Background: an optimization exercise with open tools, aiming at small area, a short achievable clock period and few clock cycles. Do not read the settings as production practice.
Where RTL was checked, it was by simulation tests only, not by an equivalence proof against the original.
The RTL of run 2 was laid out without a check of its function.
No activity file was given, so power comes from the tool's default toggle rates.

## flow/design.v (module list and top-level ports; edited modules follow where they fit)
// module mac_fa: 4 lines
// module mac_ha: 4 lines
// module approx_mac_top: 1767 lines
module approx_mac_top (
    input  wire                         clk,
    input  wire                         arst_n,
    input  wire [33:0]                  cmd,     
    input  wire                         cmd_valid,
    output logic                        cmd_ready,
    output logic [151:0]                result,  
    output logic                        result_valid,
    input  wire                         result_ready
);
  // ...
==> flow/flow/run.sh <==
#!/bin/bash
# The standard layout (the standard.sh, all ORFS steps unchanged), except that:
# - the port buffers buffer_ports inserts are sky130_fd_sc_hd__buf_1 cells instead of the
#   delay buffers it picks by default (every input and output port still gets a buffer);
set -euo pipefail
export BUFFER_PORTS_ARGS="-buffer_cell sky130_fd_sc_hd__buf_1"
bash standard.sh SETUP_SLACK_MARGIN=6.5 finish > standard_flow.log 2>&1
==> flow/standard.sh <==
#!/bin/bash
# synth_recipe.tcl (not shown) runs the flow's synth.tcl, then flattens the netlist and writes it again
# the make line also repeats each setting of config.mk as NAME=value (left out here)
make -C /OpenROAD-flow-scripts/flow DESIGN_CONFIG=/design/flow/config.mk WORK_HOME=/design/flow/orfs CLKGATE_MAP_FILE= SYNTH_SCRIPT=/design/flow/synth_recipe.tcl "${@:-finish}"
==> flow/config.mk <==
export PLATFORM = sky130hd
export DESIGN_NAME = approx_mac_top
export DESIGN_NICKNAME = approx_mac_top
export VERILOG_FILES = /design/flow/design.v
export SDC_FILE = /design/flow/constraint.sdc
export NUM_CORES = 4
export LEC_CHECK = 0
export CAP_MARGIN = 20
export CORE_MARGIN = 2
export CORE_UTILIZATION = 60
export CTS_BUF_LIST = sky130_fd_sc_hd__clkbuf_8
export CTS_CLUSTER_DIAMETER = 60
export CTS_CLUSTER_SIZE = 16
export SETUP_SLACK_MARGIN = 5
export SLEW_MARGIN = 20
export SYNTH_HIERARCHICAL = 1
==> flow/constraint.sdc <==
create_clock -name core_clock -period 9.0 [get_ports {clk}]
set_input_delay 1.8000 -clock core_clock [delete_from_list [all_inputs] [get_ports {clk}]]
set_output_delay 1.8000 -clock core_clock [all_outputs]
set_load 0.01 [all_outputs]
==> metrics.csv, run 1 <==
metric;value;unit
synth_ff_type;dfrtp_1;
power.net_switching;6.86;mW
fp.dieH;196;µm
dr_wl_met3;6160;µm
taps;468;
powerDensity;464;nW/µm²
r2r_slack;5.01;ns
cts_resized;392;
cts_setup_buffers;315;
post-route-period-util;0.443;
status;timing/DRC/antenna clean;
maxUsedRoutingLayer;met5;
met3_usage;0.0615;
post-route-cell-area;31200;µm²
cp_num_cells;19;
yosys-top-cells-area;fa_1 (24%), dfrtp_1 (16%), ha_1 (8.6%);
gp_congestion;0.941;
crit_top_cell;a21o_1;
critPathLaunch;er_q[6]$_DFF_P_;
final-setup-viol-count;0;
synth_area;22100;µm²
crit_fanout;6;
critPathKind;reg -> reg;
fin_cells;3219;
critPathBufInv;4;
place_inst;2732;
power_frac_comb;0.794;
grt_pass1_wl;109000;µm
Testbench counts, summed over its fixed seeds: cycles 8,399.
==> run 2, diff against run 1 <==
--- a/flow/design.v
+++ b/flow/design.v
@@ -35,16 +35,24 @@
 module mac_fa (input wire a, input wire b, input wire c, output logic s, output logic co);
     assign s  = a ^ b ^ c;
     assign co = (a & b) | (a & c) | (b & c);
 endmodule
 module mac_ha (input wire a, input wire b, output logic s, output logic co);
     assign s  = a ^ b;
     assign co = a & b;
 endmodule
+module mac_hold #(parameter int W = 1) (
+    input  wire          hold,
+    input  wire  [W-1:0] d,
+    input  wire  [W-1:0] q,
+    output logic [W-1:0] nxt
+);
+    assign nxt = hold ? q : d;
+endmodule
 `default_nettype wire
 `default_nettype none
 module approx_mac_top (
     input  wire                         clk,
     input  wire                         arst_n,
     input  wire [33:0]                  cmd,     
     input  wire                         cmd_valid,
     output logic                        cmd_ready,
@@ -82,22 +90,25 @@
             b_clr        <= a_v && go && a_op == mac_op_pkg::OP_CLEAR;
             b_apx        <= a_v && go && a_op == mac_op_pkg::OP_MAC_APPROX;
             b_exa        <= a_v && go && a_op == mac_op_pkg::OP_MAC_EXACT;
         end
     end
     logic [16-1:0] x;   
     logic [16-1:0] y;   
     logic                   ex;  
+    logic [33:0] a_nxt;
+    mac_hold #(.W(34)) a_hold (
+        .hold (!cmd_ready),
+        .d    ({cmd_s.op, cmd_s.a, cmd_s.b}),
+        .q    ({a_op, x, y}),
+        .nxt  (a_nxt)
+    );
     always_ff @(posedge clk) begin
-        if (cmd_ready) begin
-            a_op <= cmd_s.op;
-            x    <= cmd_s.a;
-            y    <= cmd_s.b;
-        end
+        {a_op, x, y} <= a_nxt;
     end
     assign ex = (a_op == mac_op_pkg::OP_MAC_EXACT);
     logic signed [40-1:0] acc;
     logic [39:0]                  acc_s;    
     logic [39:0]                  acc_c;
     logic [20:0]                  d;        
     logic pt_w1;
     logic pt_w2;
==> flow/run.sh (new file) <==
#!/bin/bash
# synth_recipe.tcl (not shown) runs the flow's synth.tcl, then flattens the netlist and writes it again
# the make line also repeats each setting of config.mk as NAME=value (left out here)
make -C /OpenROAD-flow-scripts/flow DESIGN_CONFIG=/design/flow/config.mk WORK_HOME=/design/flow/orfs CLKGATE_MAP_FILE= SYNTH_SCRIPT=/design/flow/synth_recipe.tcl finish
==> flow/config.mk (replaced) <==
export PLATFORM = sky130hd
export DESIGN_NAME = approx_mac_top
export DESIGN_NICKNAME = approx_mac_top
export VERILOG_FILES = /design/flow/design.v
export SDC_FILE = /design/flow/constraint.sdc
export NUM_CORES = 4
export LEC_CHECK = 0
export CAP_MARGIN = 20
export CORE_MARGIN = 2
export CORE_UTILIZATION = 40
export SETUP_SLACK_MARGIN = 5
export SLEW_MARGIN = 20
export SYNTH_HIERARCHICAL = 1
removed: flow/flow/run.sh
removed: flow/standard.sh
==> metrics.csv, run 2 <==
metric;value;unit;change
status;timing/DRC/antenna clean;;unchanged
cp.required;9.41;ns;was 9.54 ns
final-setup-viol-count;0;;unchanged
worstPathCellList;ha_1 -> a21o_1 -> a21oi_4 -> o21ai_4 -> and2_4 -> xnor2_4 -> ha_1 -> and3_4 -> a221oi_2 -> nor2b_1 -> or4b_4 -> o21ai_4 -> nand2b_4 -> a21boi_2 -> or3_1 -> nand3_2 -> a21oi_2;;was ha_4 -> a21o_1 -> a21oi_4 -> o32ai_4 -> buf_12 -> buf_6 -> buf_6 -> xnor2_4 -> ha_4 -> a21o_1 -> a21o_1 -> a21o_1 -> o21ai_1 -> a311o_1 -> a31o_4 -> buf_12 -> nor4_4 -> nor3b_1 -> a21o_1
worst_slew_pin_slew;0.869;ns;was 0.923 ns
grt_start_max_net_pins;79;;was 78
post-synth-top-count-cell;fa_1;;unchanged
fin_cells;3125;;was 3219
fp.dieH;241;µm;was 196 µm
clockBufferDepth;3;;unchanged
hpwl;44500;µm;was 43400 µm
via_per_inst;5.33;;was 6.18
powerDensity;429;nW/µm²;was 464 nW/µm²
dieArea;57800;µm²;was 38400 µm²
drt_iter0_drc;886;;was 1592
first_pass_iters;5;;unchanged
post-route-cell-area;26700;µm²;was 31200 µm²
crit_fanout;6;;unchanged
critPathArrivalTime;4.41;ns;was 4.53 ns
remaining_drc_errors;0;;unchanged
ir_worst_vdd;202;µV;was 518 µV
cts_tree;built;;unchanged
skew;0.0238;ns;was 0.0278 ns
synth_ff_type;dfrtp_1;;unchanged
critPathLaunchType;flop;;unchanged
start_util;0.405;;was 0.607
power;11.5;mW;was 14.4 mW
critPathKind;reg -> reg;;unchanged
synth_top_area_share;0.239;;was 0.242
vias;16700;;was 19900
diodes;0;;was 3
cts_sinks;268;;unchanged
grt_setup_unrepaired;true;;unchanged
maxCapViolations;0;;unchanged
largest_register_ffs;62;;unchanged
gp_congestion;0.923;;was 0.941
relSlewSlack;0.420;;was 0.383
cp-end-kind;flop;;unchanged
placed_cell_area;24800;µm²;was 24400 µm²
fin_nets;2806;;was 3182
grt_pass1_vias;17100;;was 19700
fillers;5106;;was 1841
yosys-top-cells-area;fa_1 (24%), dfrtp_1 (16%), dfxtp_1 (11%);;was fa_1 (24%), dfrtp_1 (16%), ha_1 (8.6%)
top_regs;pr_q: 62 flops, err_sum: 48 flops, acc: 40 flops;;unchanged
clock_latency;0.55;ns;was 0.66 ns
timing.hold.ws;0.494;ns;was 0.553 ns
mostFrequentLayoutCells;fa_1 (267), nand2_1 (200), clkdlybuf4s50_1 (178), and2_1 (172), dfrtp_1 (144);;was buf_4 (314), nand2_1 (197), fa_2 (149), and2_1 (134), nor2_1 (133)
utilization;0.484;;was 0.855
worst_slack;5.00;ns;was 5.01 ns
hold_buffers;0;;unchanged
synth_edf_count;0;;was 34
dp_slack;4.34;ns;was 4.29 ns
routedWlPerCell;19.1;µm;was 24.1 µm
ys_top_cells_by_count;fa_1 (267), nand2_1 (203), and2_1 (173), ha_1 (152);;was fa_1 (267), nand2_1 (225), and2_1 (173), ha_1 (152), nor2_1 (150)
p_leak;11.9;nW;was 14.2 nW
synth_seq_cells;268;;unchanged
routed_wl;59800;µm;was 77500 µm
die_x;241;µm;was 196 µm
antenna_found_initial;0;;was 3
fmax;250;MHz;was 251 MHz
drtAntennaViolNets;0;;unchanged
yosys.area.top_type;fa_1;;unchanged
hp-class;reg -> reg;;unchanged
syn_avg_cell_area;10.2;µm²;about the same
grt_pass1_wl;94400;µm;was 109000 µm
ys_async_sr_fraction;0.545;;unchanged
port_buffers;179;;unchanged
place_inst;3029;;was 2732
clkTransAtPathRegs;0.05;ns;was 0.10 ns
num_io_pins;192;;unchanged
yosys_warnings;7;;unchanged
track_usage;0.208;;was 0.368
cts-root-buf;clkbuf_16;;was clkbuf_8
slew_viol_final;0;;unchanged
post-route-period-util;0.445;;was 0.443
drive_gt1_frac;0.103;;was 0.421
regMostFlops;pr_q;;unchanged
hold_viol;0;;unchanged
grt_overflow;0;;unchanged
tns;0;ns;unchanged
cp_slowest_cell;or4b_4;;was a311o_1
fin_crit;4.00;ns;was 3.99 ns
syn_inst;2193;;was 2178
cts-buffers-inserted;36;;was 29
core_area;55200;µm²;was 36400 µm²
cts-htree-levels;2;;was 1
ys_types;85;;was 71
final_common_cell;fa_1;;was buf_4
synth_area;22400;µm²;was 22100 µm²
syn_to_final_growth;19.5;%;was 40.9%
synth.yosys.seq_area_share;0.272;;was 0.291
row_count;86;;was 70
critPathMaxStageDelay;0.53;ns;was 0.38 ns
run 2: final timing paths:
kind	start	endpoint	slack, ns	depth (start not counted)
worst min-delay path	y[2]$_DFF_P_	y[2]$_DFF_P_	0.49	1
worst min register to register	y[2]$_DFF_P_	y[2]$_DFF_P_	0.49	1
worst max register to register	er_q[0]$_DFF_P_	err_sum[12]$_DFFE_PN0P_	5.00	17
max in group asynchronous	arst_n	b_clr$_DFF_PN0_	6.51	2
worst max-delay path	er_q[0]$_DFF_P_	err_sum[12]$_DFFE_PN0P_	5.00	17
min in group asynchronous	arst_n	approx_cnt[27]$_DFFE_PN0P_	1.24	1
run 2: repair_timing:
item,in CTS,in global routing
buffers inserted,10,16
setup endpoints to repair,72,56
resized for setup,33,58
gates cloned,2,2
hold endpoints to repair,0,0
pin swaps,10,34
run 2: power breakdown:
| part | switching (mW) | total, mW | internal [mW] | leakage, nW |
|---|---|---|---|---|
| Combinational | 4.36 | 7.98 | 3.62 | 8.36 |
| Sequential | 0.431 | 2.05 | 1.62 | 2.95 |
| Clock | 0.563 | 1.45 | 0.890 | 0.579 |
run 2: final cells by class:
class,count,area (µm²),area share
clock inverter,12,156,0.00585
tap,748,936,0.0350
clock buffer,54,1040,0.0389
multi-input combinational,1731,16000,0.598
sequential,268,6120,0.229
timing repair buffer,224,2170,0.0813
inverter,88,330,0.0124
run 2: cell families (layout without fill, tap and decap cells):
group / after synthesis / in the layout / synth area share
other: 1 / 12 / 0.000168
and+or+nand+nor: 753 / 756 / 0.169
DFF: 268 / 268 / 0.272
AOI/OAI and AO/OA: 344 / 345 / 0.105
muxes: 46 / 46 / 0.0276
buffers and inverters: 209 / 378 / 0.0413
adders and majority gates: 419 / 419 / 0.324
xor gates and xnor gates: 153 / 153 / 0.0599
run 2: worst max-delay path: cells and delay by family, from the launching register on:
kind / cells / cell delay [ns]
compound gates: 7 / 1.06
simple gates: 7 / 1.70
flops: 1 / 0.32
fa+ha+maj: 2 / 0.58
xor+xnor: 1 / 0.21
run 2: Yosys stat by module, one instance, submodules excluded, a selection:
module          area, µm²  flip-flops and latches  copies in the design  cells
mac_fa               20.0                       0                   264      1
mac_ha               12.5                       0                    32      1
approx_mac_top      16100                     268                     1   1859
run 2: layer usage:
| metal | wire length (µm) | track usage | vias to the layer above |
|---|---|---|---|
| li1 | - | - | 7686 |
| met1 | 26800 | 0.283 | 8470 |
| met2 | 28300 | 0.341 | 435 |
| met3 | 3190 | 0.0340 | 79 |
| met4 | 1480 | 0.0593 | 0 |
| met5 | 0 | 0 | - |

[what the ideal ports hide]
How much do the figures lean on ideal ports? The routed layouts below were timed once more, with nothing changed but the port constraints. Step 1 assumes that a clkbuf_16 drives the clock port and a buf_2 every other input. Step 2, shift: input delay + t, output delay - t, t = (earliest + latest rising clock arrival at the registers) / 2. This alone moves slack from input paths to output paths. a / b / c = ideal / step 1 / step 2; a / b = the first two.
run	t (ns)	setup slack, ns	worst hold slack (ns)	worst setup path at the end	cell pins on the clock port's net
run 1	0.698	5.009 / 5.009 / 5.009	0.553 / 0.553 / 0.553	register to register	1
run 2	0.600	4.998 / 4.998 / 4.998	0.494 / 0.494 / 0.494	register to register	1
After both steps setup and hold are still met in every run listed.
